This is an optimization exercise on Yosys and OpenROAD, whose aim is a short achievable clock period and few clock cycles, not a production implementation.
RTL that was checked went through simulation tests only; none was proved equivalent to the original.
Power is estimated from default activity; no workload was simulated.

==> run K <==
// dcache
module dcache (
	input logic CLK,
	input logic nRST,
	input logic dmem_ren,
	input logic dmem_wen,
	input cpu_types_pkg::word_t dmem_addr,
	input cpu_types_pkg::word_t dmem_store,
	input logic halt,
	output cpu_types_pkg::word_t dmem_load,
	output logic dhit,
	output logic flushed,
	input logic mem_wait,
	input cpu_types_pkg::word_t mem_load,
	output logic mem_ren,
	output logic mem_wen,
	output cpu_types_pkg::word_t mem_addr,
	output cpu_types_pkg::word_t mem_store
);
	localparam int TW = cpu_types_pkg::TAG_W;
	logic [TW-1:0] tags [8][2];
	logic [31:0] data [8][2][2];
	logic [1:0] valid [8];
	logic [1:0] dirty [8];
	logic [7:0] lru;  
	localparam logic [1:0] P_LOOK = 2'd0;  
	localparam logic [1:0] P_DONE = 2'd1;  
	localparam logic [1:0] P_WAIT = 2'd2;  
	logic [1:0] pst;
	localparam logic [2:0] M_IDLE = 3'd0;
	localparam logic [2:0] M_WB0 = 3'd1;
	localparam logic [2:0] M_WB1 = 3'd2;
	localparam logic [2:0] M_F0 = 3'd3;
	localparam logic [2:0] M_F1 = 3'd4;
	localparam logic [2:0] M_FL0 = 3'd5;
	localparam logic [2:0] M_FL1 = 3'd6;
	localparam logic [2:0] M_HALT = 3'd7;
	logic [2:0] mst;
	logic dhit_q, flushed_q, mren_q, mwen_q;
	logic [31:0] dload_q, maddr_q, mstore_q;
	logic [2:0] a_idx;
	logic a_way, a_blk, a_wr;
  ...
Settings: LEC_CHECK=0, ABC_CLOCK_PERIOD_IN_PS=2800, CAP_MARGIN=20, CORE_MARGIN=2, CORE_UTILIZATION=40, SETUP_SLACK_MARGIN=4.6, SLEW_MARGIN=20; clock period 7.5 ns.
run.sh (not shown) runs the stock make flow with config.mk's settings and CLKGATE_MAP_FILE= SYNTH_SCRIPT=/design/flow/synth_recipe.tcl, a recipe that flattens the netlist after the stock synthesis.
==> run M (differences from run K) <==
--- a/flow/design.v
+++ b/flow/design.v
@@ -78,11 +78,11 @@
 	logic [2:0] p_idx;
 	logic p_way;
 	logic [1:0] p_rdy;  
 	logic [TW-1:0] p_ftag;  
 	logic [TW-1:0] p_vtag;  
-	logic [31:0] p_wb1;  
+	logic [31:0] p_wb0, p_wb1;  
 	logic p_inst;  
 	logic fl_way;  
 	logic [2:0] fl_idx;
 	assign dhit = dhit_q;
 	assign dmem_load = dload_q;
@@ -99,11 +99,11 @@
 	logic hit, hway;
 	logic [31:0] rword0, rword1;
 	logic vway, vdirty;
 	logic [TW-1:0] vtag;
 	logic [31:0] vdata0, vdata1;
-	logic pend_hit, word_rdy, fwd;
+	logic word_rdy;
 	assign req = dmem_ren || dmem_wen;
 	assign rtag = dmem_addr[31:6];
 	assign ridx = dmem_addr[5:3];
 	assign rblk = dmem_addr[2];
 	logic [1:0] fhit [8];
@@ -125,13 +125,23 @@
 	assign vtag = tags[ridx][vway];
 	assign vdata0 = data[ridx][vway][0];
 	assign vdata1 = data[ridx][vway][1];
 	logic fill_now;
 	assign fill_now = !mem_wait && ((mst == M_F0) || (mst == M_F1));
-	assign pend_hit = p_valid && (ridx == p_idx) && (hway == p_way);
-	assign fwd = pend_hit && !p_rdy[rblk] && fill_now && ((mst == M_F1) == rblk);
-	assign word_rdy = !pend_hit || p_rdy[rblk] || fwd;
+	logic [1:0] wfwd, wrdy;
+	logic [31:0] rdat0, rdat1;
+	always_comb begin
+		for (int w = 0; w < 2; w++) begin
+			logic pend;
+			pend = p_valid && (ridx == p_idx) && (p_way == w[0]);
+			wfwd[w] = pend && !p_rdy[rblk] && fill_now && ((mst == M_F1) == rblk);
+			wrdy[w] = !pend || p_rdy[rblk] || wfwd[w];
+		end
+	end
+	assign rdat0 = wfwd[0] ? mem_load : rword0;
+	assign rdat1 = wfwd[1] ? mem_load : rword1;
+	assign word_rdy = hway ? wrdy[1] : wrdy[0];
 	logic [15:0] dmask;
 	logic fl_any;
 	logic [3:0] fl_next;
 	always_comb begin
 		for (int f = 0; f < 16; f++) dmask[f] = valid[f % 8][f / 8] && dirty[f % 8][f / 8];
@@ -148,15 +158,27 @@
 	logic mfree;
 	assign mfree = (mst == M_IDLE) || ((mst == M_F1) && !mem_wait);
 	assign miss_go = (pst == P_LOOK) && req && !hit && mfree
 		&& !((mst == M_F1) && (ridx == p_idx) && (vway == p_way));
 	assign flush_go = (pst == P_LOOK) && !req && halt && mfree;
+	logic [1:0] pst_n;
+	always_comb begin
+		pst_n = pst;
+		case (pst)
+			P_LOOK: begin
+				if (req && hit && word_rdy) pst_n = P_DONE;
+				else if (miss_go) pst_n = dmem_wen ? P_DONE : P_WAIT;
+			end
+			P_DONE: pst_n = P_LOOK;
+			P_WAIT: if (fill_now && ((mst == M_F1) == a_blk)) pst_n = P_DONE;
+			default: pst_n = P_LOOK;
+		endcase
+	end
 	always_ff @(posedge CLK, negedge nRST) begin
 		if (!nRST) begin
 			pst <= P_LOOK;
 			mst <= M_IDLE;
-			dhit_q <= 1'b0;
 			flushed_q <= 1'b0;
 			mren_q <= 1'b0;
 			mwen_q <= 1'b0;
 			p_valid <= 1'b0;
 			p_inst <= 1'b0;
@@ -165,37 +187,12 @@
 				valid[s] <= 2'b00;
 				dirty[s] <= 2'b00;
 			end
 		end else begin
 			p_inst <= 1'b0;
-			case (pst)
-				P_LOOK: begin
-					if (req && hit && word_rdy) begin
-						pst <= P_DONE;
-						dhit_q <= 1'b1;
-					end else if (miss_go) begin
-						if (dmem_wen) begin
-							pst <= P_DONE;
-							dhit_q <= 1'b1;
-						end else begin
-							pst <= P_WAIT;
-						end
-					end
-				end
-				P_DONE: begin
-					pst <= P_LOOK;
-					dhit_q <= 1'b0;
-					lru[a_idx] <= !a_way;
-				end
-				P_WAIT: begin
-					if (fill_now && ((mst == M_F1) == a_blk)) begin
-						pst <= P_DONE;
-						dhit_q <= 1'b1;
-					end
-				end
-				default: pst <= P_LOOK;
-			endcase
+			pst <= pst_n;
+			if (pst == P_DONE) lru[a_idx] <= !a_way;
 			if (p_inst) begin
 				valid[p_idx][p_way] <= 1'b1;
 				dirty[p_idx][p_way] <= 1'b0;
 			end
 			case (mst)
@@ -259,57 +256,74 @@
 		end else begin
 			if (fill_now) p_rdy[mst == M_F1] <= 1'b1;
 			if (pst == P_DONE && a_wr && p_valid && a_idx == p_idx && a_way == p_way) p_rdy[a_blk] <= 1'b1;
 		end
 	end
+	logic [31:0] maddr_n, mstore_n;
+	always_comb begin
+		maddr_n = {p_ftag, p_idx, 3'b000};
+		mstore_n = p_wb0;
+		if (mfree) begin
+			if (req) begin
+				maddr_n = {vdirty ? vtag : rtag, ridx, 3'b000};
+				mstore_n = vdata0;
+			end else begin
+				maddr_n = {fl_tag, fl_next[2:0], 3'b000};
+				mstore_n = fl_data0;
+			end
+		end else begin
+			case (mst)
+				M_WB0: begin
+					maddr_n = {p_vtag, p_idx, !mem_wait, 2'b00};
+					mstore_n = mem_wait ? p_wb0 : p_wb1;
+				end
+				M_WB1: begin
+					maddr_n = mem_wait ? {p_vtag, p_idx, 3'b100} : {p_ftag, p_idx, 3'b000};
+					mstore_n = p_wb1;
+				end
+				M_F0: maddr_n = {p_ftag, p_idx, !mem_wait, 2'b00};
+				M_F1: maddr_n = {p_ftag, p_idx, 3'b100};
+				M_FL0: begin
+					maddr_n = {tags[fl_idx][fl_way], fl_idx, !mem_wait, 2'b00};
+					mstore_n = data[fl_idx][fl_way][!mem_wait];
+				end
+				M_FL1: begin
+					if (mem_wait) begin
+						maddr_n = {tags[fl_idx][fl_way], fl_idx, 3'b100};
+						mstore_n = data[fl_idx][fl_way][1];
+					end else begin
+						maddr_n = {fl_tag, fl_next[2:0], 3'b000};
+						mstore_n = fl_data0;
+					end
+				end
+				default: ;
+			endcase
+		end
+	end
 	always_ff @(posedge CLK) begin
+		dhit_q <= (pst_n == P_DONE);
+		dload_q <= (pst == P_WAIT) ? mem_load : (hway ? rdat1 : rdat0);
+		maddr_q <= maddr_n;
+		mstore_q <= mstore_n;
 		if (pst == P_LOOK) begin
 			a_idx <= ridx;
 			a_way <= hit ? hway : vway;
 			a_blk <= rblk;
 			a_wr <= dmem_wen;
 			a_data <= dmem_store;
-			dload_q <= fwd ? mem_load : (hway ? rword1 : rword0);
-		end else if (pst == P_WAIT) begin
-			dload_q <= mem_load;
 		end
 		if (mfree) begin
 			p_idx <= ridx;
 			p_way <= vway;
 			p_ftag <= rtag;
 			p_vtag <= vtag;
+			p_wb0 <= vdata0;
 			p_wb1 <= vdata1;
-			if (req) begin
-				maddr_q <= {vdirty ? vtag : rtag, ridx, 3'b000};
-				mstore_q <= vdata0;
-			end else begin
-				maddr_q <= {fl_tag, fl_next[2:0], 3'b000};
-				mstore_q <= fl_data0;
-				fl_idx <= fl_next[2:0];
-				fl_way <= fl_next[3];
-			end
 		end
-		if (!mem_wait) begin
-			case (mst)
-				M_WB0: begin
-					maddr_q <= {p_vtag, p_idx, 3'b100};
-					mstore_q <= p_wb1;
-				end
-				M_WB1: maddr_q <= {p_ftag, p_idx, 3'b000};
-				M_F0: maddr_q <= {p_ftag, p_idx, 3'b100};
-				M_FL0: begin
-					maddr_q <= {tags[fl_idx][fl_way], fl_idx, 3'b100};
-					mstore_q <= data[fl_idx][fl_way][1];
-				end
-				M_FL1: begin
-					maddr_q <= {fl_tag, fl_next[2:0], 3'b000};
-					mstore_q <= fl_data0;
-					fl_idx <= fl_next[2:0];
-					fl_way <= fl_next[3];
-				end
-				default: ;
-			endcase
+		if (mfree && !req || mst == M_FL1 && !mem_wait) begin
+			fl_idx <= fl_next[2:0];
+			fl_way <= fl_next[3];
 		end
 		if (p_inst) tags[p_idx][p_way] <= p_ftag;
 		if (fill_now && !p_rdy[mst == M_F1]) data[p_idx][p_way][mst == M_F1] <= mem_load;
 		if (pst == P_DONE && a_wr) data[a_idx][a_way][a_blk] <= a_data;
 	end
Settings changed: ABC_CLOCK_PERIOD_IN_PS 2800 to 2500, SETUP_SLACK_MARGIN 4.6 to 4.8.
==> run D (differences from run K) <==
--- a/flow/design.v
+++ b/flow/design.v
@@ -78,11 +78,11 @@
 	logic [2:0] p_idx;
 	logic p_way;
 	logic [1:0] p_rdy;  
 	logic [TW-1:0] p_ftag;  
 	logic [TW-1:0] p_vtag;  
-	logic [31:0] p_wb1;  
+	logic [31:0] p_wb0, p_wb1;  
 	logic p_inst;  
 	logic fl_way;  
 	logic [2:0] fl_idx;
 	assign dhit = dhit_q;
 	assign dmem_load = dload_q;
@@ -99,11 +99,11 @@
 	logic hit, hway;
 	logic [31:0] rword0, rword1;
 	logic vway, vdirty;
 	logic [TW-1:0] vtag;
 	logic [31:0] vdata0, vdata1;
-	logic pend_hit, word_rdy, fwd;
+	logic word_rdy;
 	assign req = dmem_ren || dmem_wen;
 	assign rtag = dmem_addr[31:6];
 	assign ridx = dmem_addr[5:3];
 	assign rblk = dmem_addr[2];
 	logic [1:0] fhit [8];
@@ -125,13 +125,23 @@
 	assign vtag = tags[ridx][vway];
 	assign vdata0 = data[ridx][vway][0];
 	assign vdata1 = data[ridx][vway][1];
 	logic fill_now;
 	assign fill_now = !mem_wait && ((mst == M_F0) || (mst == M_F1));
-	assign pend_hit = p_valid && (ridx == p_idx) && (hway == p_way);
-	assign fwd = pend_hit && !p_rdy[rblk] && fill_now && ((mst == M_F1) == rblk);
-	assign word_rdy = !pend_hit || p_rdy[rblk] || fwd;
+	logic [1:0] wfwd, wrdy;
+	logic [31:0] rdat0, rdat1;
+	always_comb begin
+		for (int w = 0; w < 2; w++) begin
+			logic pend;
+			pend = p_valid && (ridx == p_idx) && (p_way == w[0]);
+			wfwd[w] = pend && !p_rdy[rblk] && fill_now && ((mst == M_F1) == rblk);
+			wrdy[w] = !pend || p_rdy[rblk] || wfwd[w];
+		end
+	end
+	assign rdat0 = wfwd[0] ? mem_load : rword0;
+	assign rdat1 = wfwd[1] ? mem_load : rword1;
+	assign word_rdy = hway ? wrdy[1] : wrdy[0];
 	logic [15:0] dmask;
 	logic fl_any;
 	logic [3:0] fl_next;
 	always_comb begin
 		for (int f = 0; f < 16; f++) dmask[f] = valid[f % 8][f / 8] && dirty[f % 8][f / 8];
@@ -148,15 +158,27 @@
 	logic mfree;
 	assign mfree = (mst == M_IDLE) || ((mst == M_F1) && !mem_wait);
 	assign miss_go = (pst == P_LOOK) && req && !hit && mfree
 		&& !((mst == M_F1) && (ridx == p_idx) && (vway == p_way));
 	assign flush_go = (pst == P_LOOK) && !req && halt && mfree;
+	logic [1:0] pst_n;
+	always_comb begin
+		pst_n = pst;
+		case (pst)
+			P_LOOK: begin
+				if (req && hit && word_rdy) pst_n = P_DONE;
+				else if (miss_go) pst_n = dmem_wen ? P_DONE : P_WAIT;
+			end
+			P_DONE: pst_n = P_LOOK;
+			P_WAIT: if (fill_now && ((mst == M_F1) == a_blk)) pst_n = P_DONE;
+			default: pst_n = P_LOOK;
+		endcase
+	end
 	always_ff @(posedge CLK, negedge nRST) begin
 		if (!nRST) begin
 			pst <= P_LOOK;
 			mst <= M_IDLE;
-			dhit_q <= 1'b0;
 			flushed_q <= 1'b0;
 			mren_q <= 1'b0;
 			mwen_q <= 1'b0;
 			p_valid <= 1'b0;
 			p_inst <= 1'b0;
@@ -165,37 +187,12 @@
 				valid[s] <= 2'b00;
 				dirty[s] <= 2'b00;
 			end
 		end else begin
 			p_inst <= 1'b0;
-			case (pst)
-				P_LOOK: begin
-					if (req && hit && word_rdy) begin
-						pst <= P_DONE;
-						dhit_q <= 1'b1;
-					end else if (miss_go) begin
-						if (dmem_wen) begin
-							pst <= P_DONE;
-							dhit_q <= 1'b1;
-						end else begin
-							pst <= P_WAIT;
-						end
-					end
-				end
-				P_DONE: begin
-					pst <= P_LOOK;
-					dhit_q <= 1'b0;
-					lru[a_idx] <= !a_way;
-				end
-				P_WAIT: begin
-					if (fill_now && ((mst == M_F1) == a_blk)) begin
-						pst <= P_DONE;
-						dhit_q <= 1'b1;
-					end
-				end
-				default: pst <= P_LOOK;
-			endcase
+			pst <= pst_n;
+			if (pst == P_DONE) lru[a_idx] <= !a_way;
 			if (p_inst) begin
 				valid[p_idx][p_way] <= 1'b1;
 				dirty[p_idx][p_way] <= 1'b0;
 			end
 			case (mst)
@@ -259,57 +256,74 @@
 		end else begin
 			if (fill_now) p_rdy[mst == M_F1] <= 1'b1;
 			if (pst == P_DONE && a_wr && p_valid && a_idx == p_idx && a_way == p_way) p_rdy[a_blk] <= 1'b1;
 		end
 	end
+	logic [31:0] maddr_n, mstore_n;
+	always_comb begin
+		maddr_n = {p_ftag, p_idx, 3'b000};
+		mstore_n = p_wb0;
+		if (mfree) begin
+			if (req) begin
+				maddr_n = {vdirty ? vtag : rtag, ridx, 3'b000};
+				mstore_n = vdata0;
+			end else begin
+				maddr_n = {fl_tag, fl_next[2:0], 3'b000};
+				mstore_n = fl_data0;
+			end
+		end else begin
+			case (mst)
+				M_WB0: begin
+					maddr_n = {p_vtag, p_idx, !mem_wait, 2'b00};
+					mstore_n = mem_wait ? p_wb0 : p_wb1;
+				end
+				M_WB1: begin
+					maddr_n = mem_wait ? {p_vtag, p_idx, 3'b100} : {p_ftag, p_idx, 3'b000};
+					mstore_n = p_wb1;
+				end
+				M_F0: maddr_n = {p_ftag, p_idx, !mem_wait, 2'b00};
+				M_F1: maddr_n = {p_ftag, p_idx, 3'b100};
+				M_FL0: begin
+					maddr_n = {tags[fl_idx][fl_way], fl_idx, !mem_wait, 2'b00};
+					mstore_n = data[fl_idx][fl_way][!mem_wait];
+				end
+				M_FL1: begin
+					if (mem_wait) begin
+						maddr_n = {tags[fl_idx][fl_way], fl_idx, 3'b100};
+						mstore_n = data[fl_idx][fl_way][1];
+					end else begin
+						maddr_n = {fl_tag, fl_next[2:0], 3'b000};
+						mstore_n = fl_data0;
+					end
+				end
+				default: ;
+			endcase
+		end
+	end
 	always_ff @(posedge CLK) begin
+		dhit_q <= (pst_n == P_DONE);
+		dload_q <= (pst == P_WAIT) ? mem_load : (hway ? rdat1 : rdat0);
+		maddr_q <= maddr_n;
+		mstore_q <= mstore_n;
 		if (pst == P_LOOK) begin
 			a_idx <= ridx;
 			a_way <= hit ? hway : vway;
 			a_blk <= rblk;
 			a_wr <= dmem_wen;
 			a_data <= dmem_store;
-			dload_q <= fwd ? mem_load : (hway ? rword1 : rword0);
-		end else if (pst == P_WAIT) begin
-			dload_q <= mem_load;
 		end
 		if (mfree) begin
 			p_idx <= ridx;
 			p_way <= vway;
 			p_ftag <= rtag;
 			p_vtag <= vtag;
+			p_wb0 <= vdata0;
 			p_wb1 <= vdata1;
-			if (req) begin
-				maddr_q <= {vdirty ? vtag : rtag, ridx, 3'b000};
-				mstore_q <= vdata0;
-			end else begin
-				maddr_q <= {fl_tag, fl_next[2:0], 3'b000};
-				mstore_q <= fl_data0;
-				fl_idx <= fl_next[2:0];
-				fl_way <= fl_next[3];
-			end
 		end
-		if (!mem_wait) begin
-			case (mst)
-				M_WB0: begin
-					maddr_q <= {p_vtag, p_idx, 3'b100};
-					mstore_q <= p_wb1;
-				end
-				M_WB1: maddr_q <= {p_ftag, p_idx, 3'b000};
-				M_F0: maddr_q <= {p_ftag, p_idx, 3'b100};
-				M_FL0: begin
-					maddr_q <= {tags[fl_idx][fl_way], fl_idx, 3'b100};
-					mstore_q <= data[fl_idx][fl_way][1];
-				end
-				M_FL1: begin
-					maddr_q <= {fl_tag, fl_next[2:0], 3'b000};
-					mstore_q <= fl_data0;
-					fl_idx <= fl_next[2:0];
-					fl_way <= fl_next[3];
-				end
-				default: ;
-			endcase
+		if (mfree && !req || mst == M_FL1 && !mem_wait) begin
+			fl_idx <= fl_next[2:0];
+			fl_way <= fl_next[3];
 		end
 		if (p_inst) tags[p_idx][p_way] <= p_ftag;
 		if (fill_now && !p_rdy[mst == M_F1]) data[p_idx][p_way][mst == M_F1] <= mem_load;
 		if (pst == P_DONE && a_wr) data[a_idx][a_way][a_blk] <= a_data;
 	end
Settings changed: ABC_CLOCK_PERIOD_IN_PS 2800 to 2500, CAP_MARGIN 20 to 30, SETUP_SLACK_MARGIN 4.6 to 4.8, SLEW_MARGIN 20 to 50.
==> summary.txt <==
quantity                                                         run D       run K                       run M
Final-layout fill cell count                                     21312       22901                       21472
Placed insts                                                     10794       10925                       10689
Outcome                               no timing/DRC/antenna violations  no timing/DRC/antenna violations  complete, but fails checks
Reasons for failing layout checks                                    -           -                  slew limit
End point of the worst hold path                                lru[0]  maddr_q[0]                      lru[6]
Cell Int Power                                                0.0311 W    0.0276 W                    0.0298 W
Vias per cell                                                     7.27        7.55                        7.31
Switching share of total power                                   0.435       0.450                       0.440
WP depth                                                            10          12                          14
Final Instance Area                                         135000 µm²  134000 µm²                  133000 µm²
Part of the power in the clock network                           0.194       0.198                       0.196
Global routing met3 resource utilization                         0.158       0.174                       0.167
CP peak stage delay                                            0.65 ns     0.51 ns                     0.45 ns
Adder and majority gate portion of the synthesized area       0.000951    0.000911                    0.000951
Worst hold path depth                                                2           1                           2
Count of flip-flops with a built-in enable after synthesis        1602        1598                        1602
Core Footprint                                              262000 µm²  273000 µm²                  262000 µm²
FF-to-FF path depth                                                 11          11                          12
Switching power of the nets                                   0.0239 W    0.0226 W                    0.0235 W
Headroom to the max-slew limit                                   0.417       0.145                     -0.0488
Met2 Wirelength                                                 221 mm      223 mm                      219 mm
Fraction of area in registers                                    0.381       0.380                       0.388
Initial Util                                                     0.402       0.402                       0.402
Net count reported at finish                                      8202        8075                        8075
Number of sinks handled by clock tree synthesis                   1749        1719                        1749
Power consumption                                             0.0550 W    0.0502 W                    0.0533 W
Setup slack at placement                                       1.90 ns     1.11 ns                     1.60 ns
Testbench counts of run M, summed over its fixed seeds: cycles 57,962.
Testbench counts of run D, summed over its fixed seeds: cycles 57,962.
The RTL of run K was laid out without a check of its function.

afterwards: timing with drivers on the ports:
The flow's constraints put no driver on any port. The routed layouts listed below were extracted and timed again, unchanged, in two steps.
Step 1: set_driving_cell puts a clkbuf_16 on CLK and a buf_2 on each other input, an assumption about the parent block.
Step 2 also shifts input and output timing later by t, the mid clock arrival at the registers, as if the neighbouring blocks saw the same clock.
Slacks: ideal ports / drivers / drivers and shift; pairs: ideal ports / drivers.
run | t, ns | setup slack, ns | hold WS [ns] | slew at the worst register clock pin (ns) | worst slew at a driven data input, ns
run K | 1.026 | 3.755 / 3.636 / 2.610 | 0.478 / 0.478 / 0.478 | 0.07 / 0.07 | 0.48
run M | 1.021 | 4.218 / 4.119 / 3.098 | 0.491 / 0.491 / 0.491 | 0.08 / 0.08 | 0.37
run D | 1.011 | 4.255 / 4.146 / 3.135 | 0.499 / 0.499 / 0.499 | 0.07 / 0.07 | 0.37
For run K, which loses most, drivers alone change the setup slack by -0.119 ns; drivers and shift together by -1.145 ns.
